What follows belongs to an exercise in optimizing a design on an open flow for small area and a short achievable clock period; a production flow would make more cautious choices.
Only simulation tests tie the RTL to the original design; equivalence was not proved.

**design.v**
```verilog
`timescale 1ns / 1ps
`timescale 1ns / 1ps
module rgb_to_hsl_converter_core #(
  parameter int HUE_BITS = 12
) (
  input  logic                clk,
  input  logic                rst,
  input  logic                start,
  output logic                busy,
  input  logic [23:0]         pixel,
  output logic                done,
  output logic [HUE_BITS-1:0] hue,
  output logic [7:0]          saturation,
  output logic [7:0]          lightness,
  output logic                achromatic
);
  assign busy = rst;
  logic rst_q;
  always_ff @(posedge clk) rst_q <= rst;
  logic       valid_in;
  logic [7:0] r_in, g_in, b_in;
  always_ff @(posedge clk) begin
    if (rst) valid_in <= 1'b0;
    else     valid_in <= start;
  end
  always_ff @(posedge clk) begin
    r_in <= pixel[23:16];
    g_in <= pixel[15:8];
    b_in <= pixel[7:0];
  end
  logic f1_rg, f1_rb, f1_gb, f1_bg, f1_red, f1_blu, f1_grn;
  logic [5:0] f1_x;
  logic [2:0] f1_hs, f1_ls, f1_ps, f1_qs;
  logic [1:0] f1_j;
  assign f1_rg = r_in >= g_in;
  assign f1_rb = r_in >= b_in;
  assign f1_gb = g_in >= b_in;
  assign f1_bg = b_in >= g_in;
  assign f1_red = f1_rg & f1_rb;
  assign f1_blu = ~f1_red & f1_bg;
  assign f1_grn = ~f1_red & ~f1_bg;
  assign f1_x[0] = f1_red & f1_gb;
  assign f1_x[5] = f1_red & ~f1_gb;
  assign f1_x[1] = f1_grn & f1_rb;
  assign f1_x[2] = f1_grn & ~f1_rb;
  assign f1_x[3] = f1_blu & ~f1_rg;
  assign f1_x[4] = f1_blu & f1_rg;
  assign f1_hs = {f1_blu, f1_grn, f1_red};
  assign f1_ls = {f1_x[0] | f1_x[1], f1_x[4] | f1_x[5], f1_x[2] | f1_x[3]};
  assign f1_ps = {f1_x[2] | f1_x[3], f1_x[0] | f1_x[1], f1_x[4] | f1_x[5]};
  assign f1_qs = {f1_x[0] | f1_x[5], f1_x[3] | f1_x[4], f1_x[1] | f1_x[2]};
  assign f1_j  = {f1_x[2] | f1_x[5], f1_x[1] | f1_x[4]};
  logic [7:0] f1_hi, f1_lo, f1_p, f1_q;
  assign f1_hi = ({8{f1_hs[0]}} & r_in) | ({8{f1_hs[1]}} & g_in) | ({8{f1_hs[2]}} & b_in);
  assign f1_lo = ({8{f1_ls[0]}} & r_in) | ({8{f1_ls[1]}} & g_in) | ({8{f1_ls[2]}} & b_in);
  assign f1_p  = ({8{f1_ps[0]}} & r_in) | ({8{f1_ps[1]}} & g_in) | ({8{f1_ps[2]}} & b_in);
  assign f1_q  = ({8{f1_qs[0]}} & r_in) | ({8{f1_qs[1]}} & g_in) | ({8{f1_qs[2]}} & b_in);
  logic [7:0] hi_c0;
  logic [7:0] lo_c0;
  logic [7:0] p_c0;
  logic [7:0] q_c0;
  logic [1:0] j_c0;
  logic hq_c0;
  logic valid_c0;
  always_ff @(posedge clk) begin
    valid_c0 <= valid_in & ~rst_q;
  end
  always_ff @(posedge clk) begin
    hi_c0 <= f1_hi;
    lo_c0 <= f1_lo;
    p_c0 <= f1_p;
    q_c0 <= f1_q;
    j_c0 <= f1_j;
    hq_c0 <= f1_x[3] | f1_x[4] | f1_x[5];
  end
  logic [7:0] f2_hi, f2_lo, f2_p, f2_q, f2_d, f2_y;
  logic [8:0] f2_sum;
  assign f2_hi = hi_c0;
  assign f2_lo = lo_c0;
  assign f2_p = p_c0;
  assign f2_q = q_c0;
  assign f2_d   = f2_hi - f2_lo;
  assign f2_sum = {1'b0, f2_hi} + {1'b0, f2_lo};
  assign f2_y   = f2_p - f2_q;
  logic [1:0] j_c1;
  logic hq_c1;
  logic [7:0] d_c1;
  logic [8:0] sum_c1;
  logic [7:0] y_c1;
  logic valid_c1;
  always_ff @(posedge clk) begin
    valid_c1 <= valid_c0 & ~rst_q;
  end
  always_ff @(posedge clk) begin
    j_c1 <= j_c0;
    hq_c1 <= hq_c0;
    d_c1 <= f2_d;
    sum_c1 <= f2_sum;
    y_c1 <= f2_y;
  end
  logic [9:0] f3_v, f3_jd, f3_r1;
  logic [7:0] f3_den;
  assign f3_v   = {2'b0, d_c1} + {1'b0, d_c1, 1'b0};
  logic [10:0] f3_e1;
  logic [9:0]  f3_e2, f3_e3;
  logic        f3_b;
  assign f3_e1 = {2'b0, y_c1, 1'b0} - {3'b0, d_c1};
  assign f3_e2 = {1'b0, y_c1, 1'b0} + {1'b0, d_c1, 1'b0};
  assign f3_e3 = {1'b0, y_c1, 1'b0} + {2'b0, d_c1};
  assign f3_b  = ~f3_e1[10];
  assign f3_r1 = j_c1[1] ? f3_e3 : (j_c1[0] ? (f3_b ? f3_e1[9:0] : f3_e2) : {1'b0, y_c1, 1'b0});
  logic [7:0] f3_dx;
  assign f3_dx  = (sum_c1[7:0] ^ {8{sum_c1[8]}}) - {7'd0, sum_c1[8]};
  assign f3_den = {f3_dx[7:1], sum_c1[0]};    
  logic [1:0] hq_c2;
  logic [7:0] d_c2;
  logic [9:0] v_c2;
  logic [7:0] den_c2;
  logic [9:0] hr_c2;
  logic s8_c2;
  logic valid_c2;
  always_ff @(posedge clk) begin
    valid_c2 <= valid_c1 & ~rst_q;
  end
  always_ff @(posedge clk) begin
    hq_c2 <= {hq_c1, j_c1[1] | (j_c1[0] & f3_b)};
    d_c2 <= d_c1;
    v_c2 <= ~f3_v;
    den_c2 <= ~f3_den;
    hr_c2 <= f3_r1;
    s8_c2 <= sum_c1[8];
  end
  logic [8:0] sp_slb;
  logic [7:0] sp_dm1;
  assign sp_slb = {2'b0, ~den_c2[7:1]} - {1'b0, d_c2};
  assign sp_dm1 = d_c2 - 8'd1;
  logic [10:0] h2_t;
  logic [11:0] h2_df;
  logic [9:0]  h2_r;
  logic [2:0]  h2_q;
  assign h2_t  = {hr_c2, 1'b0};
  assign h2_df = {1'b0, h2_t} + {2'b11, v_c2} + 12'd1;
  assign h2_r  = h2_df[11] ? h2_t[9:0] : h2_df[9:0];
  assign h2_q  = {hq_c2, ~h2_df[11]};
  logic [2:0] hq_c3;
  logic [9:0] v_c3;
  logic [7:0] den_c3;
  logic [9:0] hr_c3;
  logic s8_c3;
  logic [7:0] sr_c3;
  logic [7:0] sl_c3;
  logic valid_c3;
  always_ff @(posedge clk) begin
    valid_c3 <= valid_c2 & ~rst_q;
  end
  always_ff @(posedge clk) begin
    hq_c3 <= h2_q;
    v_c3 <= v_c2;
    den_c3 <= den_c2;
    hr_c3 <= h2_r;
    s8_c3 <= s8_c2;
    sr_c3 <= (sp_slb[8] ? sp_dm1 : d_c2);
    sl_c3 <= sp_slb[7:0];
  end
  logic [8:0] s0_t;
  logic [9:0] s0_df;
  logic [7:0] s0_r;
  assign s0_t  = {sr_c3, sl_c3[7]};
  assign s0_df = {1'b0, s0_t} + {2'b11, den_c3} + 10'd1;
  assign s0_r  = s0_df[9] ? s0_t[7:0] : s0_df[7:0];
  logic [10:0] h3_t;
  logic [11:0] h3_df;
  logic [9:0]  h3_r;
  logic [3:0]  h3_q;
  assign h3_t  = {hr_c3, ~v_c3[9]};
  assign h3_df = {1'b0, h3_t} + {2'b11, v_c3} + 12'd1;
  assign h3_r  = h3_df[11] ? h3_t[9:0] : h3_df[9:0];
  assign h3_q  = {hq_c3, ~h3_df[11]};
  logic [3:0] hq_c4;
  logic [9:0] v_c4;
  logic [7:0] den_c4;
  logic [9:0] hr_c4;
  logic s8_c4;
  logic [7:0] sr_c4;
  logic [7:0] sl_c4;
  logic sq_c4;
  logic valid_c4;
  always_ff @(posedge clk) begin
    valid_c4 <= valid_c3 & ~rst_q;
  end
  always_ff @(posedge clk) begin
    hq_c4 <= h3_q;
    v_c4 <= v_c3;
    den_c4 <= den_c3;
    hr_c4 <= h3_r;
    s8_c4 <= s8_c3;
    sr_c4 <= s0_r;
    sl_c4 <= sl_c3;
    sq_c4 <= ~s0_df[9];
  end
  logic [8:0] s1_t;
  logic [9:0] s1_df;
  logic [7:0] s1_r;
  assign s1_t  = {sr_c4, sl_c4[6]};
  assign s1_df = {1'b0, s1_t} + {2'b11, den_c4} + 10'd1;
  assign s1_r  = s1_df[9] ? s1_t[7:0] : s1_df[7:0];
  logic [1:0] s1_q;
  assign s1_q  = {sq_c4, ~s1_df[9]};
  logic [10:0] h4_t;
  logic [11:0] h4_df;
  logic [9:0]  h4_r;
  logic [4:0]  h4_q;
  assign h4_t  = {hr_c4, ~v_c4[8]};
  assign h4_df = {1'b0, h4_t} + {2'b11, v_c4} + 12'd1;
  assign h4_r  = h4_df[11] ? h4_t[9:0] : h4_df[9:0];
  assign h4_q  = {hq_c4, ~h4_df[11]};
  logic [4:0] hq_c5;
  logic [9:0] v_c5;
  logic [7:0] den_c5;
  logic [9:0] hr_c5;
  logic s8_c5;
  logic [7:0] sr_c5;
  logic [7:0] sl_c5;
  logic [1:0] sq_c5;
  logic valid_c5;
  always_ff @(posedge clk) begin
    valid_c5 <= valid_c4 & ~rst_q;
  end
  always_ff @(posedge clk) begin
    hq_c5 <= h4_q;
    v_c5 <= v_c4;
    den_c5 <= den_c4;
    hr_c5 <= h4_r;
    s8_c5 <= s8_c4;
    sr_c5 <= s1_r;
    sl_c5 <= sl_c4;
    sq_c5 <= s1_q;
  end
  logic [8:0] s2_t;
  logic [9:0] s2_df;
  logic [7:0] s2_r;
  assign s2_t  = {sr_c5, sl_c5[5]};
  assign s2_df = {1'b0, s2_t} + {2'b11, den_c5} + 10'd1;
  assign s2_r  = s2_df[9] ? s2_t[7:0] : s2_df[7:0];
  logic [2:0] s2_q;
  assign s2_q  = {sq_c5, ~s2_df[9]};
  logic [10:0] h5_t;
  logic [11:0] h5_df;
  logic [9:0]  h5_r;
  logic [5:0]  h5_q;
  assign h5_t  = {hr_c5, ~v_c5[7]};
  assign h5_df = {1'b0, h5_t} + {2'b11, v_c5} + 12'd1;
  assign h5_r  = h5_df[11] ? h5_t[9:0] : h5_df[9:0];
  assign h5_q  = {hq_c5, ~h5_df[11]};
  logic [5:0] hq_c6;
  logic [9:0] v_c6;
  logic [7:0] den_c6;
  logic [9:0] hr_c6;
  logic s8_c6;
  logic [7:0] sr_c6;
  logic [7:0] sl_c6;
  logic [2:0] sq_c6;
  logic valid_c6;
  always_ff @(posedge clk) begin
    valid_c6 <= valid_c5 & ~rst_q;
  end
  always_ff @(posedge clk) begin
    hq_c6 <= h5_q;
    v_c6 <= v_c5;
    den_c6 <= den_c5;
    hr_c6 <= h5_r;
    s8_c6 <= s8_c5;
    sr_c6 <= s2_r;
    sl_c6 <= sl_c5;
    sq_c6 <= s2_q;
  end
  logic [8:0] s3_t;
  logic [9:0] s3_df;
  logic [7:0] s3_r;
  assign s3_t  = {sr_c6, sl_c6[4]};
  assign s3_df = {1'b0, s3_t} + {2'b11, den_c6} + 10'd1;
  assign s3_r  = s3_df[9] ? s3_t[7:0] : s3_df[7:0];
  logic [3:0] s3_q;
  assign s3_q  = {sq_c6, ~s3_df[9]};
  logic [10:0] h6_t;
  logic [11:0] h6_df;
  logic [9:0]  h6_r;
  logic [6:0]  h6_q;
  assign h6_t  = {hr_c6, ~v_c6[6]};
  assign h6_df = {1'b0, h6_t} + {2'b11, v_c6} + 12'd1;
  assign h6_r  = h6_df[11] ? h6_t[9:0] : h6_df[9:0];
  assign h6_q  = {hq_c6, ~h6_df[11]};
  logic [6:0] hq_c7;
  logic [9:0] v_c7;
  logic [7:0] den_c7;
  logic [9:0] hr_c7;
  logic s8_c7;
  logic [7:0] sr_c7;
  logic [7:0] sl_c7;
  logic [3:0] sq_c7;
  logic valid_c7;
  always_ff @(posedge clk) begin
    valid_c7 <= valid_c6 & ~rst_q;
  end
  always_ff @(posedge clk) begin
    hq_c7 <= h6_q;
    v_c7 <= v_c6;
    den_c7 <= den_c6;
    hr_c7 <= h6_r;
    s8_c7 <= s8_c6;
    sr_c7 <= s3_r;
    sl_c7 <= sl_c6;
    sq_c7 <= s3_q;
  end
  logic [8:0] s4_t;
  logic [9:0] s4_df;
  logic [7:0] s4_r;
  assign s4_t  = {sr_c7, sl_c7[3]};
  assign s4_df = {1'b0, s4_t} + {2'b11, den_c7} + 10'd1;
  assign s4_r  = s4_df[9] ? s4_t[7:0] : s4_df[7:0];
  logic [4:0] s4_q;
  assign s4_q  = {sq_c7, ~s4_df[9]};
  logic [10:0] h7_t;
  logic [11:0] h7_df;
  logic [9:0]  h7_r;
  logic [7:0]  h7_q;
  assign h7_t  = {hr_c7, ~v_c7[5]};
  assign h7_df = {1'b0, h7_t} + {2'b11, v_c7} + 12'd1;
  assign h7_r  = h7_df[11] ? h7_t[9:0] : h7_df[9:0];
  assign h7_q  = {hq_c7, ~h7_df[11]};
  logic [7:0] hq_c8;
  logic [9:0] v_c8;
  logic [7:0] den_c8;
  logic [9:0] hr_c8;
  logic s8_c8;
  logic [7:0] sr_c8;
  logic [7:0] sl_c8;
  logic [4:0] sq_c8;
  logic valid_c8;
  always_ff @(posedge clk) begin
    valid_c8 <= valid_c7 & ~rst_q;
  end
  always_ff @(posedge clk) begin
    hq_c8 <= h7_q;
    v_c8 <= v_c7;
    den_c8 <= den_c7;
    hr_c8 <= h7_r;
    s8_c8 <= s8_c7;
    sr_c8 <= s4_r;
    sl_c8 <= sl_c7;
    sq_c8 <= s4_q;
  end
  logic [8:0] s5_t;
  logic [9:0] s5_df;
  logic [7:0] s5_r;
  assign s5_t  = {sr_c8, sl_c8[2]};
  assign s5_df = {1'b0, s5_t} + {2'b11, den_c8} + 10'd1;
  assign s5_r  = s5_df[9] ? s5_t[7:0] : s5_df[7:0];
  logic [5:0] s5_q;
  assign s5_q  = {sq_c8, ~s5_df[9]};
  logic [10:0] h8_t;
  logic [11:0] h8_df;
  logic [9:0]  h8_r;
  logic [8:0]  h8_q;
  assign h8_t  = {hr_c8, ~v_c8[4]};
  assign h8_df = {1'b0, h8_t} + {2'b11, v_c8} + 12'd1;
  assign h8_r  = h8_df[11] ? h8_t[9:0] : h8_df[9:0];
  assign h8_q  = {hq_c8, ~h8_df[11]};
  logic [8:0] hq_c9;
  logic [9:0] v_c9;
  logic [7:0] den_c9;
  logic [9:0] hr_c9;
  logic s8_c9;
  logic [7:0] sr_c9;
  logic [7:0] sl_c9;
  logic [5:0] sq_c9;
  logic valid_c9;
  always_ff @(posedge clk) begin
    valid_c9 <= valid_c8 & ~rst_q;
  end
  always_ff @(posedge clk) begin
    hq_c9 <= h8_q;
    v_c9 <= v_c8;
    den_c9 <= den_c8;
    hr_c9 <= h8_r;
    s8_c9 <= s8_c8;
    sr_c9 <= s5_r;
    sl_c9 <= sl_c8;
    sq_c9 <= s5_q;
  end
  logic [8:0] s6_t;
  logic [9:0] s6_df;
  logic [7:0] s6_r;
  assign s6_t  = {sr_c9, sl_c9[1]};
  assign s6_df = {1'b0, s6_t} + {2'b11, den_c9} + 10'd1;
  assign s6_r  = s6_df[9] ? s6_t[7:0] : s6_df[7:0];
  logic [6:0] s6_q;
  assign s6_q  = {sq_c9, ~s6_df[9]};
  logic [10:0] h9_t;
  logic [11:0] h9_df;
  logic [9:0]  h9_r;
  logic [9:0]  h9_q;
  assign h9_t  = {hr_c9, ~v_c9[3]};
  assign h9_df = {1'b0, h9_t} + {2'b11, v_c9} + 12'd1;
  assign h9_r  = h9_df[11] ? h9_t[9:0] : h9_df[9:0];
  assign h9_q  = {hq_c9, ~h9_df[11]};
  logic [9:0] hq_c10;
  logic [9:0] v_c10;
  logic [7:0] den_c10;
  logic [9:0] hr_c10;
  logic s8_c10;
  logic [7:0] sr_c10;
  logic [7:0] sl_c10;
  logic [6:0] sq_c10;
  logic valid_c10;
  always_ff @(posedge clk) begin
    valid_c10 <= valid_c9 & ~rst_q;
  end
  always_ff @(posedge clk) begin
    hq_c10 <= h9_q;
    v_c10 <= v_c9;
    den_c10 <= den_c9;
    hr_c10 <= h9_r;
    s8_c10 <= s8_c9;
    sr_c10 <= s6_r;
    sl_c10 <= sl_c9;
    sq_c10 <= s6_q;
  end
  logic [8:0] s7_t;
  logic [9:0] s7_df;
  logic [7:0] s7_r;
  assign s7_t  = {sr_c10, sl_c10[0]};
  assign s7_df = {1'b0, s7_t} + {2'b11, den_c10} + 10'd1;
  assign s7_r  = s7_df[9] ? s7_t[7:0] : s7_df[7:0];
  logic [7:0] s7_q;
  assign s7_q  = {sq_c10, ~s7_df[9]};
  logic [10:0] h10_t;
  logic [11:0] h10_df;
  logic [9:0]  h10_r;
  logic [10:0]  h10_q;
  assign h10_t  = {hr_c10, ~v_c10[2]};
  assign h10_df = {1'b0, h10_t} + {2'b11, v_c10} + 12'd1;
  assign h10_r  = h10_df[11] ? h10_t[9:0] : h10_df[9:0];
  assign h10_q  = {hq_c10, ~h10_df[11]};
  logic [10:0] hq_c11;
  logic [9:0] v_c11;
  logic [7:0] den_c11;
  logic [9:0] hr_c11;
  logic s8_c11;
  logic [7:0] sq_c11;
  logic valid_c11;
  always_ff @(posedge clk) begin
    valid_c11 <= valid_c10 & ~rst_q;
  end
  always_ff @(posedge clk) begin
    hq_c11 <= h10_q;
    v_c11 <= v_c10;
    den_c11 <= den_c10;
    hr_c11 <= h10_r;
    s8_c11 <= s8_c10;
    sq_c11 <= s7_q;
  end
  logic [10:0] h11_t;
  logic [11:0] h11_df;
  logic [9:0]  h11_r;
  logic [11:0]  h11_q;
  assign h11_t  = {hr_c11, ~v_c11[1]};
  assign h11_df = {1'b0, h11_t} + {2'b11, v_c11} + 12'd1;
  assign h11_r  = h11_df[11] ? h11_t[9:0] : h11_df[9:0];
  assign h11_q  = {hq_c11, ~h11_df[11]};
  logic h11_gray;
  assign h11_gray = (v_c11 == 10'h3ff);
  logic [7:0] o_den;
  logic [7:0] o_light;
  assign o_den = ~den_c11;
  assign o_light = ({1'b0, o_den[7:1]} + {7'd0, o_den[0] & ~s8_c11}) ^ {8{s8_c11}};
  always_ff @(posedge clk) begin
    if (rst) done <= 1'b0;
    else     done <= valid_c11 & ~rst_q;
  end
  always_ff @(posedge clk) begin
    hue        <= h11_gray ? 12'd0 : h11_q;
    saturation <= h11_gray ? 8'd0 : sq_c11;
    lightness  <= o_light;
    achromatic <= h11_gray;
  end
endmodule
```
**run.sh**
```bash
#!/bin/bash
# synth_recipe.tcl (not shown) runs the flow's synth.tcl, then flattens the netlist and writes it again
# the make line also repeats each setting of config.mk as NAME=value (left out here)
make -C /OpenROAD-flow-scripts/flow DESIGN_CONFIG=/design/flow/config.mk WORK_HOME=/design/flow/orfs CLKGATE_MAP_FILE= SYNTH_SCRIPT=/design/flow/synth_recipe.tcl finish
```
**config.mk**
```make
export PLATFORM = sky130hd
export DESIGN_NAME = rgb_to_hsl_converter_core
export DESIGN_NICKNAME = rgb_to_hsl_converter_core
export VERILOG_FILES = /design/flow/design.v
export SDC_FILE = /design/flow/constraint.sdc
export NUM_CORES = 4
export LEC_CHECK = 0
export CAP_MARGIN = 20
export CORE_MARGIN = 2
export CORE_UTILIZATION = 40
export CTS_CLUSTER_DIAMETER = 150
export CTS_CLUSTER_SIZE = 30
export SETUP_SLACK_MARGIN = 2.85
export SLEW_MARGIN = 20
```
**constraint.sdc**
```tcl
create_clock -name core_clock -period 5.2 [get_ports {clk}]
set_input_delay 1.0400 -clock core_clock [delete_from_list [all_inputs] [get_ports {clk}]]
set_output_delay 1.0400 -clock core_clock [all_outputs]
set_load 0.01 [all_outputs]
```
==> notes.md, run 1 <==
Placement:
- During placement, the flow inserted port buffers numbering 57.
- Prior to clock tree synthesis, the placed netlist has a worst setup slack of 2.046 ns.
- At the end of routability-driven placement, the weighted congestion stood at 0.8243.
- Detailed placement ended at an HPWL of 31830 um.

Route:
- In this run, the number of DRC markers left after iteration 0 of detailed routing was 447.
- The first TritonRoute pass finished after 5 iterations.
- The highest metal layer with signal wires is met4.
- The wire length on met1 is 17180 um.
- The detailed route wirelength on metal2 is 23680 um.
- The detailed-route via count is 15591.
- The final layout contains routed wiring with a total length of 43380 um.
- After detailed routing, the number of remaining DRC violations is 0.
- In the final routed layout, each cell accounts on average for 13.53 um.
- The ratio of routed vias to standard cells is 4.863.
- The number of nets with antenna violations after routing is 0.
- The total met3 wirelength after detailed routing is 1119 um.

STA:
- The fmax is 0.4207 GHz.
- The total setup violations reported at the end of the flow is 0.
- The setup skew after layout is 0.01364 ns.
- For the final routed database, the setup TNS stands at 0 ns.
- The remaining max-slew budget at the tightest pin is 52.93%.
- Setup repair after global routing could not meet its margin everywhere.
- The final count of pins violating max slew came to 0.
- The total count of hold-check failures in the final report was 0.
- Counting I/O delays and the setup requirement, the final critical path takes 2.377 ns.
- After layout, the worst setup slack is 2.823 ns.
- The worst path uses 45.71% of the clock period.
- The transition time of the tightest slew-check pin is 0.6987 ns.

Yosys:
- By area the synthesized netlist is led by sky130_fd_sc_hd__dfxtp_1, sky130_fd_sc_hd__ha_1, sky130_fd_sc_hd__mux2_2.
- The number of nets handed over by synthesis was 2542.
- Synthesis handed over a netlist of 2243 instances.
- The synthesis warning total is 1.
- The summed instance area of the synthesized netlist is 0.02488 mm^2.
- The commonest cells after synthesis are sky130_fd_sc_hd__dfxtp_1, sky130_fd_sc_hd__ha_1, sky130_fd_sc_hd__inv_1.
- The leading register cell type out of synthesis is sky130_fd_sc_hd__dfxtp_1.
- In this run, synthesis produced a sequential element count of 619.
- The synthesized area per cell is 11.09 um^2.
- The synthesized design contains 0 enable-type register cells.
- The most common cell in the synthesized netlist is sky130_fd_sc_hd__dfxtp_1.
- Of all cell types, the one taking the most synthesized area is sky130_fd_sc_hd__dfxtp_1.
- The synthesized netlist contains 72 unique library cells.
- Sequential cells were found to cover 49.80% of the synthesized design area.
- In this run the biggest area consumer among cell types represents 49.80% of the synthesized area.
- For this run, asynchronously set or reset flops after synthesis account for 0%.

Setup path:
- The critical-path maximum fanout is 4.
- The type of element launching the critical path is a flop.
- The category of the most critical setup path is flop to flop.
- The critical path data arrival time is 2.85 ns.
- The worst setup path is captured at a flop.
- The critical path required time is 5.67 ns.

GRT:
- The first global-routing pass estimated 72330 um of wire.
- The overall overflow remaining after global route is 0.
- The number of global-route vias before repair was 16128.
- The total global routing track utilization is 13.30%.
- The initial antenna violation count was 0.
- The largest net degree at the start of global routing is 31.

Outcome:
- The flow ran to the end and the layout has no timing, DRC or antenna violations.

Final layout:
- The register with the most flip-flops in the layout has 12 of them.
- Compared with the post-synthesis result, the final layout area differs by 14.51%.
- The multi-input combinational cells in the finished layout cover a total of 0.01251 mm^2.
- The layout has 5648 filler cells.
- 0 antenna diodes ended up in the layout.
- The largest registers in the layout are hue: 12 flops, hq_c11: 11 flops.
- hue holds more flip-flops than any other register.
- The total number of nets in the final design is 2668.
- The fraction of layout cells with a size suffix above 1 is 17.48%.
- The combined flip-flop and latch cell area is 0.01251 mm^2.

Floorplanning:
- The die is 253.4 um tall.
- Once the floorplan was initialized, standard cells occupied 40.39% of the core.
- The floorplan has 91 rows.
- The core outline area is 0.06160 mm^2.
- The total I/O pin count is 58.
- The floorplan step defined a die boundary enclosing 0.06421 mm^2.
- The horizontal die dimension is 253.4 um.

Hold path:
- The worst hold path belongs to the class flop to flop.

CTS:
- The clock transition at the register clock pins on the worst setup and hold paths after CTS is 0.10 ns.
- The longest clock path from root to sink contains 3 buffers.
- In this run, CTS created clock tree buffers numbering 24.
- The tree built by TritonCTS fans out to 619 sinks.
- The number of H-tree levels is 1.
- At the later pin of the worst-skew pair, clock insertion delay measures 0.58 ns.
- The number of hold buffers added after cts is 0.
- The root buffer selected by CTS is sky130_fd_sc_hd__clkbuf_16.
- TritonCTS built the clock tree.

Job:
- The number of maximum-capacitance constraint violations is 0.
[layout make-up]
class | instances | area share, %
Clock buffer | 25 | 2.196
Tap cell | 837 | 3.676
Timing Repair Buffer | 124 | 4.295
Sequential cell | 619 | 43.89
Multi-Input combinational cell | 1449 | 43.90
Clock inverter | 1 | 0.05709
Inverter | 151 | 1.989
[repair_timing]
action / in CTS / in global routing
resized for setup: 99 / 172
gates cloned: 3 / 4
setup buffers: 33 / 27
endpoints found under the setup margin: 191 / 153
pin swaps: 26 / 58
[worst max-delay path, cell delays in order (launching register included)]
cell	delay, ns
sky130_fd_sc_hd__dfxtp_4	0.38
sky130_fd_sc_hd__ha_4	0.20
sky130_fd_sc_hd__nor2b_4	0.12
sky130_fd_sc_hd__o31a_1	0.36
sky130_fd_sc_hd__o31ai_4	0.29
sky130_fd_sc_hd__a21oi_2	0.12
sky130_fd_sc_hd__nor3_4	0.28
sky130_fd_sc_hd__clkbuf_16	0.22
sky130_fd_sc_hd__mux2_4	0.30
[kinds of logic after synthesis]
logic type | Yosys count | synth area share (%)
adders and majority gates | 272 | 14.40
AOI/OAI and AO/OA | 426 | 11.70
buffers and inverters | 178 | 2.846
DFF | 619 | 49.80
muxes | 149 | 6.562
xor gates and xnor gates | 142 | 4.998
and+or+nand+nor | 457 | 9.685
[worst paths after layout]
check | to | slack [ns] | from | cells after the start
setup / recovery | hr_c11[8]$_DFF_P_ | 2.82 | hr_c10[0]$_DFF_P_ | 8
hold / removal | sl_c5[1]$_DFF_P_ | 0.33 | sl_c4[1]$_DFF_P_ | 0
setup reg to reg | hr_c11[8]$_DFF_P_ | 2.82 | hr_c10[0]$_DFF_P_ | 8
hold reg to reg | sl_c5[1]$_DFF_P_ | 0.33 | sl_c4[1]$_DFF_P_ | 0
[per-layer routing]
metal  GRT usage, %  vias up
met2          26.92      175
met1          13.87     7299
li1               -     8042
met3          1.552       75
met4          4.649        0
met5              0        -
[placed cells by master, fill, tap and decap left out, types with 13 or more instances in the layout]
| cell type | Yosys | routed |
|---|---|---|
| sky130_fd_sc_hd__a21oi_1 | 113 | 96 |
| sky130_fd_sc_hd__a31oi_1 | 21 | 18 |
| sky130_fd_sc_hd__clkdlybuf4s50_1 | 0 | 25 |
| sky130_fd_sc_hd__dfxtp_1 | 619 | 556 |
| sky130_fd_sc_hd__a221o_1 | 17 | 17 |
| sky130_fd_sc_hd__nor2b_1 | 68 | 63 |
| sky130_fd_sc_hd__ha_1 | 248 | 230 |
| sky130_fd_sc_hd__a21oi_2 | 1 | 18 |
| sky130_fd_sc_hd__mux2_2 | 106 | 98 |
| sky130_fd_sc_hd__dlygate4sd2_1 | 0 | 30 |
| sky130_fd_sc_hd__dfxtp_2 | 0 | 49 |
| sky130_fd_sc_hd__ha_4 | 0 | 14 |
| sky130_fd_sc_hd__inv_1 | 151 | 140 |
| sky130_fd_sc_hd__o21a_1 | 37 | 36 |
| sky130_fd_sc_hd__o21bai_1 | 17 | 17 |
| sky130_fd_sc_hd__xor2_1 | 57 | 57 |
| sky130_fd_sc_hd__fa_1 | 24 | 19 |
| sky130_fd_sc_hd__dfxtp_4 | 0 | 14 |
| sky130_fd_sc_hd__nand2_1 | 74 | 71 |
| sky130_fd_sc_hd__mux2i_1 | 39 | 39 |
| sky130_fd_sc_hd__a211oi_1 | 15 | 14 |
| sky130_fd_sc_hd__nor2_1 | 141 | 139 |
| sky130_fd_sc_hd__clkbuf_16 | 0 | 26 |
| sky130_fd_sc_hd__xnor2_1 | 85 | 84 |
| sky130_fd_sc_hd__nor3_1 | 64 | 54 |
| sky130_fd_sc_hd__a21o_1 | 40 | 40 |
| sky130_fd_sc_hd__buf_4 | 3 | 45 |
| sky130_fd_sc_hd__buf_12 | 0 | 13 |
| sky130_fd_sc_hd__nand2b_1 | 30 | 27 |
| sky130_fd_sc_hd__o21ai_0 | 74 | 68 |
[through the flow]
stage,cells,instance area (um^2),utilization [%],hold WS (ns)
finish,3206,28490,46.26,0.3307
global route,3206,28490,46.26,0.3351
CTS,3175,27640,44.87,0.3365
detailed placement,3113,26390,42.85,0.3121
global placement,3113,26390,42.83,0.3111
floorplan,2243,24880,-,0.3096
==> run 2: changes to the inputs <==
--- a/config.mk
+++ b/config.mk
@@ -6,4 +6,5 @@
 export NUM_CORES = 4
 export LEC_CHECK = 0
+export ABC_AREA = 1
 export CAP_MARGIN = 20
 export CORE_MARGIN = 2
==> run 2 against run 1 <==
  * Still clean on timing, DRC and antenna
  * Die area grew 0.91%
  * Area after synthesis grew 0.92%
  * Global-route usage grew 1.0 points
  * Setup slack better by 0.050 ns
  * Wire length is 6.9% higher
  * Synthesized cell count rose by 21%
  * Register-to-register slack improved by 0.13 ns
  * Maximum frequency increased by 2.2%
  * Non-clock buffer count is 63 lower
  * Critical path type is now input pin to output port
==> notes.md, run 2 <==
Hold path:
- In this run the most critical hold path is launched from hq_c7[3]$_DFF_P_.
- In this run the worst hold path is classified as flop to flop.
- The worst hold path terminates at hq_c8[4]$_DFF_P_.
- The hold-critical path depth is 0 (unchanged).

CTS:
- The number of clock buffers inserted by TritonCTS was 24 (unchanged).
- The TritonCTS clock tree is built.
- The root buffer selected by CTS is sky130_fd_sc_hd__clkbuf_16.
- The clock transition at the register clock pins on the worst setup and hold paths after CTS is 0.10 ns (about the same).
- The number of H-tree levels came to 1 (unchanged).
- The maximum number of buffers from clock root to sink is 3 (unchanged).
- The number of clock sinks seen by CTS is 619 (unchanged).
- The worst-skew pair later-pin latency was 0.59 ns (about the same).
- The number of hold buffers added after cts is 0 (unchanged).

Final layout:
- The most frequent standard cell in the layout excluding fill and tap cells is sky130_fd_sc_hd__dfxtp_1.
- Leaving out fill and tap cells, the most frequent cells in the layout are sky130_fd_sc_hd__dfxtp_1, sky130_fd_sc_hd__nand2_1, sky130_fd_sc_hd__inv_1.
- The antenna cell count is 0 (unchanged).
- The fraction of layout cells with a size suffix above 1 is 5.753% (-12 points).
- The layout filler cell count was 6042 (+7.0%).
- The total number of nets in the final design came to 3062 (+15%).
- From synthesis to final layout, the design area changed by 8.356%.
- The flip-flop count of the largest register, all copies and words added is 12 (unchanged).
- The largest registers in the layout are hue: 12 flops, hq_c11: 11 flops.
- The register with the most flip-flops is hue.

STA:
- The remaining max-slew budget at the tightest pin is 45.09% (-7.8 points).
- The setup skew after layout is 0.02803 ns (+0.01440 ns).
- The transition time of the tightest slew-check pin was 0.8227 ns (+0.1240 ns).
- The shortest clock period the worst path allows after layout is 2.327 ns (-0.05016 ns).
- The share of the cycle needed by the critical path after routing was 44.74% (-0.96 points).
- The fmax came to 0.4298 GHz (+2.2%).
- The total setup violations reported at the end of the flow is 0 (unchanged).
- The total negative slack came to 0 ns (unchanged).
- Setup repair after global routing could not meet its margin everywhere.
- The total count of hold-check failures in the final report is 0 (unchanged).
- The final count of pins violating max slew is 0 (unchanged).

Placement:
- The total of buffers placed on input and output ports is 57 (unchanged).
- The sum of net half-perimeters after detailed placement is 35740 um (+12%).
- The routability-driven placement congestion ratio is 0.8676 (+5.3%).

Floorplanning:
- The core outline area is 0.06194 mm^2 (+0.55%).
- The starting density of the core is 40.54% (+0.15 points).
- The chip height is 254.6 um (+0.45%).
- The placement row count was 91 (unchanged).
- The total I/O pin count is 58 (unchanged).
- The horizontal die dimension was 254.6 um (+0.45%).
- The area of the die was 0.06480 mm^2 (+0.91%).

Yosys:
- The synthesized design spends more area on one cell type than any other, namely sky130_fd_sc_hd__dfxtp_1.
- The count of flip-flops with a built-in enable after synthesis is 0 (unchanged).
- The fraction of the yosys area taken by sequential cells was 49.35% (-0.45 points).
- Yosys instantiated no cell more often than sky130_fd_sc_hd__dfxtp_1.
- In the synthesized netlist the dominant register cell turns out to be sky130_fd_sc_hd__dfxtp_1.
- The share of synthesized flip-flops with an asynchronous set or reset is 0% (unchanged).
- The number of library cell types mapped by synthesis is 46 (-36%).
- The post-synthesis sequential element count is 619 (unchanged).
- The synthesis warning total is 1 (unchanged).
- The fraction of synthesized cell area taken by the top area cell type was 49.35% (-0.45 points).
- The post-synthesis instance total was 2706 (+21%).
- Sorting the synthesized cells by area gives the leading types as sky130_fd_sc_hd__dfxtp_1, sky130_fd_sc_hd__ha_1, sky130_fd_sc_hd__nand2_1.
- Ranked by instance count, the synthesized netlist is headed by sky130_fd_sc_hd__dfxtp_1, sky130_fd_sc_hd__nand2_1, sky130_fd_sc_hd__inv_1.
- The synthesized area per cell came to 9.280 um^2 (-16%).
- The post-synth net total is 3005 (+18%).
- The summed instance area of the synthesized netlist was 0.02511 mm^2 (+0.92%).

Setup path:
- The worst setup path is captured at an output port.
- The critical-path maximum fanout is 4 (unchanged).
- The cell count along the critical path is 2 (-6).
- The count of buffer and inverter cells on the critical path is 2 (+1).
- The critical path is of the input pin to output port type.
- The slowest stage cell on the critical path is sky130_fd_sc_hd__buf_2.
- The kind of cell with the highest combined delay along the critical path is buffers and inverters.
- The type of element launching the critical path is an input pin.
- In this run the critical register-to-register path is captured at lo_c0[5]$_DFF_P_.
- The startpoint of the most critical register-to-register path is g_in[7]$_DFF_P_.
- The critical path required time is 4.16 ns (-1.51 ns).
- The slack of the worst reg-to-reg path came to 2.95 ns (+0.13 ns).
- The critical path data arrival time is 1.29 ns (-1.56 ns).
- The peak per-stage delay on the critical path is 0.14 ns (-0.24 ns).
- The cell depth of the worst flop-to-flop path is 11 (+3).
- Walking the worst path, the cells encountered are clkbuf_2 -> buf_2.

Route:
- The post-route DRC violation count was 0 (unchanged).
- The total iterations of the first detailed-routing run is 6 (+1).
- The detailed-route via count is 17510 (+12%).
- The total wire length after detailed routing was 46370 um (+6.9%).
- The number of nets with antenna violations after routing is 0 (unchanged).
- The ratio of routed vias to standard cells is 4.863 (about the same).
- The wire length per cell after detailed routing is 12.88 um (-4.8%).
- The number of design-rule violations left by the first detailed-router iteration came to 653 (+46%).

Outcome:
- The run finished with no timing, DRC or antenna violations.

GRT:
- The initial antenna violation count is 0 (unchanged).
- The number of global-route vias before repair is 17700 (+9.7%).
- The largest net degree at the start of global routing is 31 (unchanged).
- The overall overflow remaining after global route is 0 (unchanged).
- The total global routing track utilization is 14.34% (+1.0 points).
- The global-route wire length before repair was 78960 um (+9.2%).

Job:
- The number of maximum-capacitance constraint violations is 0 (unchanged).
## run 2: cell types whose count changed after synthesis, moves of 29 or more
cell | previous run | this run
sky130_fd_sc_hd__nand2_1 | 74 | 448
sky130_fd_sc_hd__nand3_1 | 7 | 187
sky130_fd_sc_hd__inv_1 | 151 | 276
sky130_fd_sc_hd__a21oi_1 | 113 | 235
sky130_fd_sc_hd__mux2_2 | 106 | 9
sky130_fd_sc_hd__nor2b_1 | 68 | 0
sky130_fd_sc_hd__nand4_1 | 7 | 44
sky130_fd_sc_hd__o21a_1 | 37 | 0
sky130_fd_sc_hd__mux2i_1 | 39 | 8
sky130_fd_sc_hd__nor2_1 | 141 | 172
sky130_fd_sc_hd__nand2b_1 | 30 | 0
sky130_fd_sc_hd__or2_2 | 3 | 32
## run 2: worst max path at each step
stage	startpoint	to	slack [ns]
final	rst	busy	2.87
after global routing	b_in[1]$_DFF_P_	lo_c0[5]$_DFF_P_	2.84
after CTS	rst	busy	2.70
after floorplan	rst	busy	3.00
after detailed placement	rst	busy	2.03
after global placement	rst	busy	2.07
## run 2: cells by family after synthesis
logic type / Yosys count / synth area share, %
AND/OR/NAND/NOR: 991 / 17.99
flip-flops: 619 / 49.35
AO/OA/AOI/OAI: 361 / 7.813
buffers and inverters: 311 / 5.142
adder cells (fa/ha/maj): 272 / 14.27
XOR/XNOR: 135 / 4.709
multiplexers: 17 / 0.7225
## run 2: layout make-up
| type | count | area (um^2) | area share, % |
|---|---|---|---|
| clock buffers | 24 | 600.6 | 2.207 |
| clock inverters | 3 | 30.03 | 0.1104 |
| inverters | 280 | 1061 | 3.900 |
| multi-input cells | 1776 | 11470 | 42.17 |
| flip-flops and latches | 619 | 12410 | 45.62 |
| well taps | 837 | 1047 | 3.849 |
| repair buffers | 61 | 578.1 | 2.125 |
| repair inverters | 1 | 5.005 | 0.01839 |
## run 2: what timing repair did
action / 4_1_cts / 5_1_grt
pin swaps: 0 / 3
setup endpoints to repair: 69 / 42
gates cloned: 0 / 1
setup buffers: 0 / 4
resized for setup: 41 / 26
## run 2: worst reg2reg max path, delay by kind of cell (launching register included)
family | cells | cell delay, ns
and+or+nand+nor | 6 | 0.73
buffers and inverters | 2 | 0.16
DFF | 1 | 0.42
AOI/OAI and AO/OA | 2 | 0.50
adders and majority gates | 1 | 0.33
## run 2: routing by layer
metal  GRT usage [%]  vias to the layer above  part of all wire [%]
met4           4.662                        0                   2.8
met2           28.73                      244                    54
met5               0                        -                     0
li1                -                     9031                     -
met3           1.613                       91                   2.4
met1           15.43                     8144                    41
## run 2: stage by stage
step	std cells	hold slack (ns)	setup WS (ns)	util (%)	cell area, um^2
final	3601	0.3128	2.873	43.93	27210
after global routing	3601	0.3126	2.839	43.93	27210
after CTS	3596	0.3138	2.703	43.76	27100
after detailed placement	3569	0.3121	2.035	42.77	26490
after global placement	3569	0.3112	2.067	42.77	26490
after floorplan	2706	0.3096	3.001	-	25110
==> run 3: changes to the inputs <==
--- a/config.mk
+++ b/config.mk
@@ -12,4 +12,4 @@
 export CTS_CLUSTER_DIAMETER = 150
 export CTS_CLUSTER_SIZE = 30
-export SETUP_SLACK_MARGIN = 2.85
+export SETUP_SLACK_MARGIN = 2.92
 export SLEW_MARGIN = 20
==> run 3 against run 2 <==
  * Still clean on timing, DRC and antenna
  * First-iteration DRC count increased by 2.1%
  * Clock skew about the same
  * Register-to-register slack improved by 0.12 ns
  * Die area unchanged
  * Largest cell class unchanged
==> notes.md, run 3 <==
Route:
- The number of design-rule violations left by the first detailed-router iteration is 667 (+2.1%).
- The post-route DRC violation count is 0 (unchanged).
- The detailed-route via count is 17535 (+0.14%).
- The wire length per cell after detailed routing came to 12.90 um (+0.19%).
- The total wire length after detailed routing is 46520 um (+0.33%).
- The number of nets with antenna violations after routing is 0 (unchanged).
- The ratio of routed vias to standard cells is 4.863 (about the same).
- The total iterations of the first detailed-routing run was 6 (unchanged).

Floorplanning:
- The core outline area is 0.06194 mm^2 (unchanged).
- The total I/O pin count is 58 (unchanged).
- The chip height came to 254.6 um (unchanged).
- The horizontal die dimension is 254.6 um (unchanged).
- The area of the die is 0.06480 mm^2 (unchanged).
- The placement row count is 91 (unchanged).
- The starting density of the core was 40.54% (unchanged).

GRT:
- The overall overflow remaining after global route was 0 (unchanged).
- The total global routing track utilization is 14.41% (+0.068 points).
- The number of global-route vias before repair is 17745 (+0.25%).
- The largest net degree at the start of global routing is 31 (unchanged).
- The initial antenna violation count is 0 (unchanged).
- The global-route wire length before repair is 79280 um (+0.40%).

Yosys:
- The post-synthesis sequential element count came to 619 (unchanged).
- The fraction of synthesized cell area taken by the top area cell type is 49.35% (unchanged).
- The number of library cell types mapped by synthesis is 46 (unchanged).
- The summed instance area of the synthesized netlist came to 0.02511 mm^2 (unchanged).
- The synthesis warning total is 1 (unchanged).
- The fraction of the yosys area taken by sequential cells is 49.35% (unchanged).
- The most used standard cell by instance count after synthesis is sky130_fd_sc_hd__dfxtp_1.
- The count of flip-flops with a built-in enable after synthesis is 0 (unchanged).
- Among all flip-flop cells after synthesis, the most frequent one is sky130_fd_sc_hd__dfxtp_1.
- The synthesized area per cell is 9.280 um^2 (unchanged).
- Yosys attributes the largest share of cell area to sky130_fd_sc_hd__dfxtp_1, sky130_fd_sc_hd__ha_1, sky130_fd_sc_hd__nand2_1.
- The share of synthesized flip-flops with an asynchronous set or reset is 0% (unchanged).
- Sorting the synthesized cells by how often they occur yields sky130_fd_sc_hd__dfxtp_1, sky130_fd_sc_hd__nand2_1, sky130_fd_sc_hd__inv_1.
- The multiplexer share of the synthesized area is 0.7225% (unchanged).
- The xor and xnor area share after synthesis came to 4.709% (unchanged).
- The main combinational cell family by area after synthesis is simple AND/OR/NAND/NOR gates.
- The post-synth net total is 3005 (unchanged).
- The post-synthesis instance total is 2706 (unchanged).
- The largest area contributor in the netlist is sky130_fd_sc_hd__dfxtp_1.
- The post-synthesis share of cell area spent on full adders, half adders and majority gates was 14.27% (unchanged).
- The simple-gate area share of the yosys netlist is 17.99% (unchanged).
- The compound-gate portion of the synthesized area came to 7.813% (unchanged).

Final layout:
- The area of the multi-input gates is 0.01150 mm^2 (+0.22%).
- The layout filler cell count came to 6030 (-0.20%).
- The total number of nets in the final design is 3067 (+0.16%).
- The antenna cell count was 0 (unchanged).
- The fraction of layout cells with a size suffix above 1 is 6.139% (+0.39 points).
- In the final layout, the registers with the most flip-flops are hue: 12 flops, hq_c11: 11 flops.
- From synthesis to final layout, the design area changed by 8.645%.
- Ranked by flip-flop count, first place goes to hue.
- The flip-flop count of the largest register, all copies and words added is 12 (unchanged).
- The combined flip-flop and latch cell area came to 0.01242 mm^2 (about the same).
- In the layout the commonest cells are sky130_fd_sc_hd__dfxtp_1, sky130_fd_sc_hd__nand2_1, sky130_fd_sc_hd__inv_1.
- The most frequent standard cell in the layout excluding fill and tap cells is sky130_fd_sc_hd__dfxtp_1.

Setup path:
- The count of buffer and inverter cells on the critical path was 2 (unchanged).
- The capturing element type of the critical path is an output port.
- Grouping stages by cell kind, the critical path spends the most delay in buffers and inverters.
- The critical-path maximum fanout is 4 (unchanged).
- By instance count, the cell type seen most on the critical path is sky130_fd_sc_hd__buf_6.
- The type of element launching the critical path is an input pin.
- The slowest stage cell on the critical path is sky130_fd_sc_hd__buf_6.
- The peak per-stage delay on the critical path is 0.11 ns (-0.03 ns).
- Traced cell by cell, the critical path runs through buf_6 -> buf_6.
- The critical path required time was 4.16 ns (about the same).
- The critical path data arrival time is 1.25 ns (-0.04 ns).
- The category of the most critical setup path is input pin to output port.

CTS:
- The number of hold buffers added after cts is 0 (unchanged).
- The number of clock buffers inserted by TritonCTS is 24 (unchanged).
- The number of clock sinks seen by CTS is 619 (unchanged).
- TritonCTS built the clock tree.
- The maximum number of buffers from clock root to sink is 3 (unchanged).
- The clock transition at the register clock pins on the worst setup and hold paths after CTS is 0.10 ns (about the same).
- CTS placed an instance of sky130_fd_sc_hd__clkbuf_16 at the clock tree root.
- The worst-skew pair later-pin latency came to 0.59 ns (about the same).
- The number of H-tree levels was 1 (unchanged).

Placement:
- The routability-driven placement congestion ratio came to 0.8676 (unchanged).
- The pre-CTS worst setup slack is 2.035 ns (unchanged).
- The sum of net half-perimeters after detailed placement is 35740 um (unchanged).
- The total of buffers placed on input and output ports came to 57 (unchanged).

Hold path:
- The type of the most critical hold path is flop to flop.

Outcome:
- The flow ran to the end and the layout has no timing, DRC or antenna violations.

Job:
- The number of maximum-capacitance constraint violations is 0 (unchanged).

STA:
- The remaining max-slew budget at the tightest pin is 44.26% (-0.83 points).
- The transition time of the tightest slew-check pin is 0.8352 ns (+0.01242 ns).
- The shortest clock period the worst path allows after layout is 2.290 ns (-0.03616 ns).
- The total setup violations reported at the end of the flow was 0 (unchanged).
- The share of the cycle needed by the critical path after routing is 44.05% (-0.70 points).
- The final count of pins violating max slew is 0 (unchanged).
- The total count of hold-check failures in the final report is 0 (unchanged).
- The total negative slack was 0 ns (unchanged).
- The fmax came to 0.4366 GHz (+1.6%).
- Setup repair after global routing could not meet its margin everywhere.
- The worst setup slack after layout is 2.910 ns (+0.03616 ns).
- The setup skew after layout is 0.02785 ns (-0.0001794 ns).
[run 3: changes by cell type in the layout (fill, tap and decap cells not counted), moves of 2 or more]
cell                              delta
sky130_fd_sc_hd__dfxtp_1             -3
sky130_fd_sc_hd__dlygate4sd2_1      -14
sky130_fd_sc_hd__dfxtp_2             +3
sky130_fd_sc_hd__nand2_2             +2
sky130_fd_sc_hd__buf_4               +5
sky130_fd_sc_hd__buf_6               +2
sky130_fd_sc_hd__clkdlybuf4s15_1    +14
[run 3: cell type report]
class                   instances  area share [%]
clock buffers                  24           2.201
clock inverters                 3          0.1101
inverters                     280           3.880
multi-input cells            1777           42.15
flip-flops and latches        619           45.51
well taps                     837           3.839
repair buffers                 65           2.293
repair inverters                1         0.01376
[run 3: cell families after synthesis]
family / after synthesis
fa+ha+maj: 272
compound gates: 361
xor+xnor: 135
simple gates: 991
mux: 17
buf+inv: 311
flops: 619
[run 3: per-stage QoR]
step                instances  instance area, um^2  hold WS [ns]  utilization (%)
CTS                      3602                27160        0.3138            43.86
global route             3606                27280        0.3126            44.04
global placement         3569                26490        0.3112            42.77
floorplan                2706                25110        0.3096                -
detailed placement       3569                26490        0.3121            42.77
finish                   3606                27280        0.3128            44.04
[run 3: final timing paths]
| kind | from | endpoint | slack [ns] | cells after the start |
|---|---|---|---|---|
| worst max-delay path | rst | busy | 2.91 | 2 |
| worst min-delay path | hq_c7[3]$_DFF_P_ | hq_c8[4]$_DFF_P_ | 0.31 | 0 |
| worst min register to register | hq_c7[3]$_DFF_P_ | hq_c8[4]$_DFF_P_ | 0.31 | 0 |
| worst max register to register | b_in[5]$_DFF_P_ | lo_c0[7]$_DFF_P_ | 3.07 | 12 |
[run 3: timing repair]
| item | 4_1_cts | 5_1_grt |
|---|---|---|
| endpoints found under the setup margin | 74 | 54 |
| pin swaps | 3 | 1 |
| gates resized for setup | 49 | 42 |
| buffers inserted | 4 | 4 |
| cloned | 2 | 0 |
[run 3: per-layer routing]
layer  vias to the layer above  routed length, um  global-route usage (%)
li1                       9042                  -                       -
met1                      8132              18920                   15.51
met2                       263              25100                   28.90
met3                        98               1094                   1.551
met4                         0               1406                   4.728
met5                         -                  0                       0
==> run 4: changes to the inputs <==
--- a/config.mk
+++ b/config.mk
@@ -12,4 +12,4 @@
 export CTS_CLUSTER_DIAMETER = 150
 export CTS_CLUSTER_SIZE = 30
-export SETUP_SLACK_MARGIN = 2.92
+export SETUP_SLACK_MARGIN = 3.15
 export SLEW_MARGIN = 20
==> run 4 against run 3 <==
  * Maximum frequency is 0.42% higher
  * First-iteration DRC count is 17% higher
  * Critical endpoint unchanged
  * Highest routed layer unchanged
  * Critical path type unchanged
  * Area after synthesis stayed put
  * Global-route usage is 0.061 points lower
  * Still clean on timing, DRC and antenna
  * Final cell count is 0.58% higher
  * Synthesized cell count stayed put
  * Non-clock buffer count is 21 higher
  * Largest cell class unchanged
  * Register-to-register slack better by 0.14 ns
  * Core utilization is 0.72 points higher
  * Clock-buffer cell count stayed put
==> notes.md, run 4 <==
Outcome:
- The flow ran to the end and the layout has no timing, DRC or antenna violations.

Setup path:
- The slowest stage of the critical path belongs to the cell sky130_fd_sc_hd__buf_6.
- The critical path goes through buf_8 -> buf_6.
- The critical path required time was 4.16 ns (about the same).
- The count of buffer and inverter cells on the critical path was 2 (unchanged).
- The category of the most critical setup path is input pin to output port.
- The critical path data arrival time is 1.24 ns (about the same).
- The type of element launching the critical path is an input pin.
- The critical-path maximum fanout came to 2 (-2).
- The top cell family by delay on the critical path is buffers and inverters.
- The worst setup path is captured at an output port.
- The peak per-stage delay on the critical path is 0.11 ns (about the same).

Yosys:
- The post-synthesis share of cell area spent on full adders, half adders and majority gates was 14.27% (unchanged).
- The compound-gate portion of the synthesized area was 7.813% (unchanged).
- The synthesis warning total was 1 (unchanged).
- The summed instance area of the synthesized netlist is 0.02511 mm^2 (unchanged).
- The fraction of the yosys area taken by sequential cells came to 49.35% (unchanged).
- The fraction of synthesized cell area taken by the top area cell type is 49.35% (unchanged).
- The number of library cell types mapped by synthesis is 46 (unchanged).
- The most common cell in the synthesized netlist is sky130_fd_sc_hd__dfxtp_1.
- The post-synthesis sequential element count is 619 (unchanged).
- The multiplexer share of the synthesized area is 0.7225% (unchanged).
- Ranked by total cell area, the synthesized netlist is headed by sky130_fd_sc_hd__dfxtp_1, sky130_fd_sc_hd__ha_1, sky130_fd_sc_hd__nand2_1.
- The simple-gate area share of the yosys netlist came to 17.99% (unchanged).
- The post-synthesis instance total was 2706 (unchanged).
- The share of synthesized flip-flops with an asynchronous set or reset is 0% (unchanged).
- The count of flip-flops with a built-in enable after synthesis is 0 (unchanged).
- The post-synth net total came to 3005 (unchanged).
- The xor and xnor area share after synthesis is 4.709% (unchanged).
- Ranked by instance count, the synthesized netlist is headed by sky130_fd_sc_hd__dfxtp_1, sky130_fd_sc_hd__nand2_1, sky130_fd_sc_hd__inv_1.
- The synthesized design spends more area on one cell type than any other, namely sky130_fd_sc_hd__dfxtp_1.
- The leading register cell type out of synthesis is sky130_fd_sc_hd__dfxtp_1.
- The synthesized area per cell is 9.280 um^2 (unchanged).
- The main combinational cell family by area after synthesis is simple AND/OR/NAND/NOR gates.

Final layout:
- The flip-flop count of the largest register, all copies and words added is 12 (unchanged).
- The fraction of layout cells with a size suffix above 1 is 9.498% (+3.4 points).
- The library cell used most frequently in the layout, excluding fill and tap cells, is sky130_fd_sc_hd__dfxtp_1.
- Leaving out fill and tap cells, the most frequent cells in the layout are sky130_fd_sc_hd__dfxtp_1, sky130_fd_sc_hd__nand2_1, sky130_fd_sc_hd__inv_1.
- hue holds more flip-flops than any other register.
- In the final layout, the registers with the most flip-flops are hue: 12 flops, hq_c11: 11 flops.
- The layout filler cell count is 5970 (-1.0%).
- The area growth from synthesis to layout is 10.42%.
- The total number of nets in the final design came to 3089 (+0.72%).
- The antenna cell count came to 0 (unchanged).

CTS:
- TritonCTS built the clock tree.
- The number of hold buffers added after cts is 0 (unchanged).
- The clock transition at the register clock pins on the worst setup and hold paths after CTS was 0.10 ns (about the same).
- The maximum number of buffers from clock root to sink is 3 (unchanged).
- The number of clock sinks seen by CTS is 619 (unchanged).
- The number of H-tree levels is 1 (unchanged).
- The worst-skew pair later-pin latency was 0.60 ns (about the same).
- The number of clock buffers inserted by TritonCTS is 24 (unchanged).
- The tree is rooted in a sky130_fd_sc_hd__clkbuf_16.

Floorplanning:
- The core outline area is 0.06194 mm^2 (unchanged).
- The horizontal die dimension is 254.6 um (unchanged).
- The total I/O pin count is 58 (unchanged).
- The area of the die is 0.06480 mm^2 (unchanged).
- The chip height is 254.6 um (unchanged).
- The starting density of the core is 40.54% (unchanged).
- The placement row count was 91 (unchanged).

Route:
- The total iterations of the first detailed-routing run is 5 (-1).
- The number of design-rule violations left by the first detailed-router iteration is 780 (+17%).
- The post-route DRC violation count came to 0 (unchanged).
- The detailed-route via count came to 17609 (+0.42%).
- The number of nets with antenna violations after routing is 0 (unchanged).
- The ratio of routed vias to standard cells came to 4.855 (-0.16%).
- The total wire length after detailed routing is 47430 um (+1.9%).
- The wire length per cell after detailed routing came to 13.08 um (+1.4%).

GRT:
- The global-route wire length before repair is 78520 um (-0.97%).
- The number of global-route vias before repair is 17694 (-0.29%).
- The met3 layer usage reported by global route is 1.521% (-0.031 points).
- The largest net degree at the start of global routing is 31 (unchanged).
- The global routing stage identified its most utilized layer as met2.
- The initial antenna violation count is 0 (unchanged).
- The total global routing track utilization is 14.35% (-0.061 points).
- The met2 demand-to-capacity share in global routing is 29.33% (+0.44 points).
- The overall overflow remaining after global route was 0 (unchanged).
- The met1 global-route usage is 15.09% (-0.42 points).

Placement:
- The sum of net half-perimeters after detailed placement is 35870 um (+0.37%).
- The pre-CTS worst setup slack came to 2.047 ns (+0.01175 ns).
- The total of buffers placed on input and output ports was 57 (unchanged).
- The routability-driven placement congestion ratio came to 0.8626 (-0.58%).

STA:
- Setup repair after global routing could not meet its margin everywhere.
- The worst setup slack after layout is 2.919 ns (+0.009510 ns).
- The total setup violations reported at the end of the flow was 0 (unchanged).
- The setup skew after layout is 0.03011 ns (+0.002251 ns).
- The share of the cycle needed by the critical path after routing is 43.86% (-0.18 points).
- The transition time of the tightest slew-check pin is 0.8419 ns (+0.006786 ns).
- The smallest hold slack is 0.3113 ns (-0.001537 ns).
- The final count of pins violating max slew is 0 (unchanged).
- The remaining max-slew budget at the tightest pin came to 43.81% (-0.45 points).
- The fmax is 0.4384 GHz (+0.42%).
- The total count of hold-check failures in the final report is 0 (unchanged).
- The shortest clock period the worst path allows after layout is 2.281 ns (-0.009510 ns).
- The total negative slack is 0 ns (unchanged).

Hold path:
- The tightest min-delay check is of the flop to flop type.

Job:
- The number of maximum-capacitance constraint violations was 0 (unchanged).
run 4: cell counts after synthesis:
Identical to the previous run, type by type.
run 4: repair_timing:
| action | in CTS | in global routing |
|---|---|---|
| cloned | 2 | 1 |
| pin swaps | 8 | 16 |
| setup buffers | 12 | 17 |
| setup endpoints to repair | 80 | 122 |
| gates resized for setup | 186 | 83 |
run 4: stage by stage:
stage | util (%) | std cells | cell area (um^2)
after global placement | 42.77 | 3569 | 26490
final | 44.76 | 3627 | 27730
after global routing | 44.76 | 3627 | 27730
after detailed placement | 42.77 | 3569 | 26490
after floorplan | - | 2706 | 25110
after CTS | 44.01 | 3609 | 27260
run 4: logic make-up (layout without fill, tap and decap cells):
| logic type | after synthesis | in the layout |
|---|---|---|
| fa+ha+maj | 272 | 272 |
| simple gates | 991 | 993 |
| xor+xnor | 135 | 135 |
| buf+inv | 311 | 393 |
| compound gates | 361 | 361 |
| mux | 17 | 17 |
| flops | 619 | 619 |
run 4: final timing paths:
check | startpoint | endpoint | slack [ns] | cells after the start
worst min register to register | hq_c10[7]$_DFF_P_ | hq_c11[8]$_DFF_P_ | 0.31 | 0
worst max-delay path | rst | busy | 2.92 | 2
worst min-delay path | hq_c10[7]$_DFF_P_ | hq_c11[8]$_DFF_P_ | 0.31 | 0
worst max register to register | r_in[0]$_DFF_P_ | lo_c0[3]$_DFF_P_ | 3.21 | 14
run 4: final cells by class:
class | instances | area [um^2] | area share [%]
Sequential cell | 619 | 12480 | 45.01
Multi-Input combinational cell | 1778 | 11790 | 42.53
Inverter | 280 | 1061 | 3.827
Tap cell | 837 | 1047 | 3.777
Timing Repair Buffer | 86 | 709.4 | 2.559
Clock buffer | 24 | 600.6 | 2.166
Clock inverter | 2 | 32.53 | 0.1173
Timing Repair inverter | 1 | 3.754 | 0.01354
run 4: per-layer routing:
metal / wire length (um) / share of wire, %
met1: 19080 / 40
met2: 25910 / 55
met3: 1169 / 2.5
met4: 1266 / 2.7
met5: 0 / 0
==> run 5: changes to the inputs <==
--- a/config.mk
+++ b/config.mk
@@ -12,4 +12,4 @@
 export CTS_CLUSTER_DIAMETER = 150
 export CTS_CLUSTER_SIZE = 30
-export SETUP_SLACK_MARGIN = 3.15
+export SETUP_SLACK_MARGIN = 3.0
 export SLEW_MARGIN = 20
==> run 5 against run 4 <==
  * Critical path depth did not move
  * Maximum frequency barely moved
  * Highest routed layer unchanged
  * Sequential cell count did not move
  * Area after synthesis did not move
  * First-iteration DRC count fell by 9.1%
  * Final area fell by 1.6%
  * Setup slack got worse by 0.0022 ns
  * Die area did not move
  * Non-clock buffer count fell by 17
==> notes.md, run 5 <==
Floorplanning:
- The total I/O pin count is 58 (unchanged).
- The starting density of the core came to 40.54% (unchanged).
- The horizontal die dimension was 254.6 um (unchanged).
- The area of the die is 0.06480 mm^2 (unchanged).
- The placement row count came to 91 (unchanged).

Setup path:
- The critical path data arrival time is 1.24 ns (about the same).
- The startpoint of the most critical register-to-register path is g_in[7]$_DFF_P_.
- The critical-path maximum fanout is 2 (unchanged).
- The critical path required time is 4.16 ns (about the same).
- The slack of the worst reg-to-reg path was 3.11 ns (-0.10 ns).
- The type of element launching the critical path is an input pin.
- The cell depth of the worst flop-to-flop path came to 10 (-4).
- The slowest stage cell on the critical path is sky130_fd_sc_hd__buf_6.
- Traced cell by cell, the critical path runs through buf_8 -> buf_6.
- The worst setup path is captured at an output port.

Yosys:
- The share of synthesized flip-flops with an asynchronous set or reset is 0% (unchanged).
- The summed instance area of the synthesized netlist is 0.02511 mm^2 (unchanged).
- The post-synth net total is 3005 (unchanged).
- The fraction of synthesized cell area taken by the top area cell type is 49.35% (unchanged).
- The post-synthesis sequential element count was 619 (unchanged).
- Yosys attributes the largest share of cell area to sky130_fd_sc_hd__dfxtp_1, sky130_fd_sc_hd__ha_1, sky130_fd_sc_hd__nand2_1.
- The fraction of the yosys area taken by sequential cells is 49.35% (unchanged).
- The synthesis warning total is 1 (unchanged).
- The number of library cell types mapped by synthesis is 46 (unchanged).
- The leading register cell type out of synthesis is sky130_fd_sc_hd__dfxtp_1.
- The synthesized area per cell is 9.280 um^2 (unchanged).
- The most used standard cell by instance count after synthesis is sky130_fd_sc_hd__dfxtp_1.

Final layout:
- The largest registers in the layout are hue: 12 flops, hq_c11: 11 flops.
- The most frequent standard cell in the layout excluding fill and tap cells is sky130_fd_sc_hd__dfxtp_1.
- The area growth from synthesis to layout is 8.660%.
- In the layout the commonest cells are sky130_fd_sc_hd__dfxtp_1, sky130_fd_sc_hd__nand2_1, sky130_fd_sc_hd__inv_1.
- The flip-flop count of the largest register, all copies and words added is 12 (unchanged).
- The register with the most flip-flops is hue.
- The total number of nets in the final design is 3072 (-0.55%).
- The fraction of layout cells with a size suffix above 1 came to 8.075% (-1.4 points).
- The antenna cell count is 0 (unchanged).
- The layout filler cell count is 6042 (+1.2%).

Route:
- The number of design-rule violations left by the first detailed-router iteration is 709 (-9.1%).
- The wire length per cell after detailed routing is 12.95 um (-0.92%).
- The ratio of routed vias to standard cells was 4.852 (about the same).
- The detailed-route via count is 17521 (-0.50%).
- The total wire length after detailed routing is 46780 um (-1.4%).
- The number of nets with antenna violations after routing was 0 (unchanged).
- The post-route DRC violation count came to 0 (unchanged).

CTS:
- The clock transition at the register clock pins on the worst setup and hold paths after CTS came to 0.10 ns (about the same).
- The number of clock sinks seen by CTS is 619 (unchanged).
- The number of H-tree levels came to 1 (unchanged).
- The root buffer selected by CTS is sky130_fd_sc_hd__clkbuf_16.
- The number of hold buffers added after cts is 0 (unchanged).
- The number of clock buffers inserted by TritonCTS is 24 (unchanged).
- The worst-skew pair later-pin latency came to 0.59 ns (about the same).
- The maximum number of buffers from clock root to sink was 3 (unchanged).

Outcome:
- The run finished with no timing, DRC or antenna violations.

STA:
- The remaining max-slew budget at the tightest pin is 44.28% (+0.48 points).
- The share of the cycle needed by the critical path after routing came to 43.91% (about the same).
- The final count of pins violating max slew was 0 (unchanged).
- The fmax is 0.4380 GHz (about the same).
- The total negative slack came to 0 ns (unchanged).
- The total count of hold-check failures in the final report is 0 (unchanged).
- The total setup violations reported at the end of the flow is 0 (unchanged).
- The worst setup slack after layout is 2.917 ns (-0.002180 ns).

GRT:
- The largest net degree at the start of global routing is 31 (unchanged).
- The initial antenna violation count was 0 (unchanged).
- The overall overflow remaining after global route is 0 (unchanged).

Placement:
- The total of buffers placed on input and output ports is 57 (unchanged).
- The routability-driven placement congestion ratio came to 0.8676 (+0.58%).

Hold path:
- The hold-critical path depth is 0 (unchanged).
- The startpoint identified for the worst hold timing path is hq_c7[3]$_DFF_P_.
- The min-delay analysis places its worst path in the category flop to flop.
- The worst hold endpoint is hq_c8[4]$_DFF_P_.
==> run 5: cell counts after synthesis <==
Identical to the previous run, type by type.
==> run 5: how the worst max path moves through the flow <==
stage / depth (start not counted) / slack [ns] / from / end
finish: 2 / 2.92 / rst / busy
global route: 2 / 2.91 / rst / busy
CTS: 2 / 2.92 / rst / busy
detailed placement: 2 / 2.03 / rst / busy
global placement: 2 / 2.07 / rst / busy
floorplan: 1 / 3.00 / rst / busy
==> run 5: through the flow <==
step                utilization [%]  hold slack, ns  cells  cell area [um^2]
finish                        44.05          0.3136   3611             27280
CTS                           43.80          0.3138   3604             27130
floorplan                         -          0.3096   2706             25110
global placement              42.77          0.3112   3569             26490
detailed placement            42.77          0.3121   3569             26490
global route                  44.05          0.3126   3611             27280
==> run 5: metal layers <==
layer | share of wire, % | global-route usage [%]
met2 | 54 | 29.01
met1 | 40 | 15.52
met3 | 2.6 | 1.551
met4 | 3.0 | 4.695
met5 | 0 | 0
==> run 5: cells by family (layout without fill, tap and decap cells) <==
group	count (synthesis)	in the layout	share of synthesized area [%]
mux	17	17	0.7225
fa+ha+maj	272	272	14.27
buf+inv	311	377	5.142
compound gates	361	361	7.813
xor+xnor	135	135	4.709
flops	619	619	49.35
simple gates	991	993	17.99
==> run 5: area by class of cell <==
type	count	area [um^2]	share of cell area [%]
Inverter	280	1061	3.889
Timing Repair inverter	1	3.754	0.01376
Multi-Input combinational cell	1778	11560	42.36
Timing Repair Buffer	69	541.8	1.986
Tap cell	837	1047	3.838
Clock buffer	24	600.6	2.201
Clock inverter	3	30.03	0.1101
Sequential cell	619	12440	45.60
==> run 5: timing repair <==
action                     4_1_cts  5_1_grt
pin swaps                        4        7
buffers inserted                 6        6
gates cloned                     2        1
resized for setup              156       39
setup endpoints to repair       76       48

[port drivers added, routing unchanged]
How much do the figures lean on ideal ports? The routed layouts below were timed once more, with nothing changed but the port constraints. Step 1 sets driving cells, clkbuf_16 on the clock port and buf_2 on the other inputs (assumed; they add their load-dependent delay and slew). Step 2 adds t to the input delays and takes it off the output delays; t is the mean of the earliest and latest rising clock arrival at the registers after step 1. Input paths then give back, and output paths get back, about the clock's delay inside the block. Three values: ideal, step 1, step 2; two values: the first two.
| run | t, ns | setup WS [ns] | worst setup path after step 2 | latest minus earliest clock arrival (ns) | worst register clock-pin slew, ns |
|---|---|---|---|---|---|
| run 1 | 0.629 | 2.823 / 2.823 / 2.823 | register to register | 0.016 / 0.016 | 0.11 / 0.11 |
| run 2 | 0.639 | 2.873 / 2.852 / 2.852 | input to output | 0.032 / 0.031 | 0.11 / 0.11 |
| run 3 | 0.637 | 2.910 / 2.878 / 2.878 | input to output | 0.031 / 0.031 | 0.11 / 0.11 |
| run 4 | 0.651 | 2.919 / 2.882 / 2.882 | input to output | 0.038 / 0.038 | 0.11 / 0.11 |
| run 5 | 0.637 | 2.917 / 2.875 / 2.875 | input to output | 0.031 / 0.031 | 0.11 / 0.11 |
After both steps every run listed still meets setup and hold. The setup slack of run 5, which loses most, moves by -0.042 ns with the drivers and by -0.042 ns with both steps.
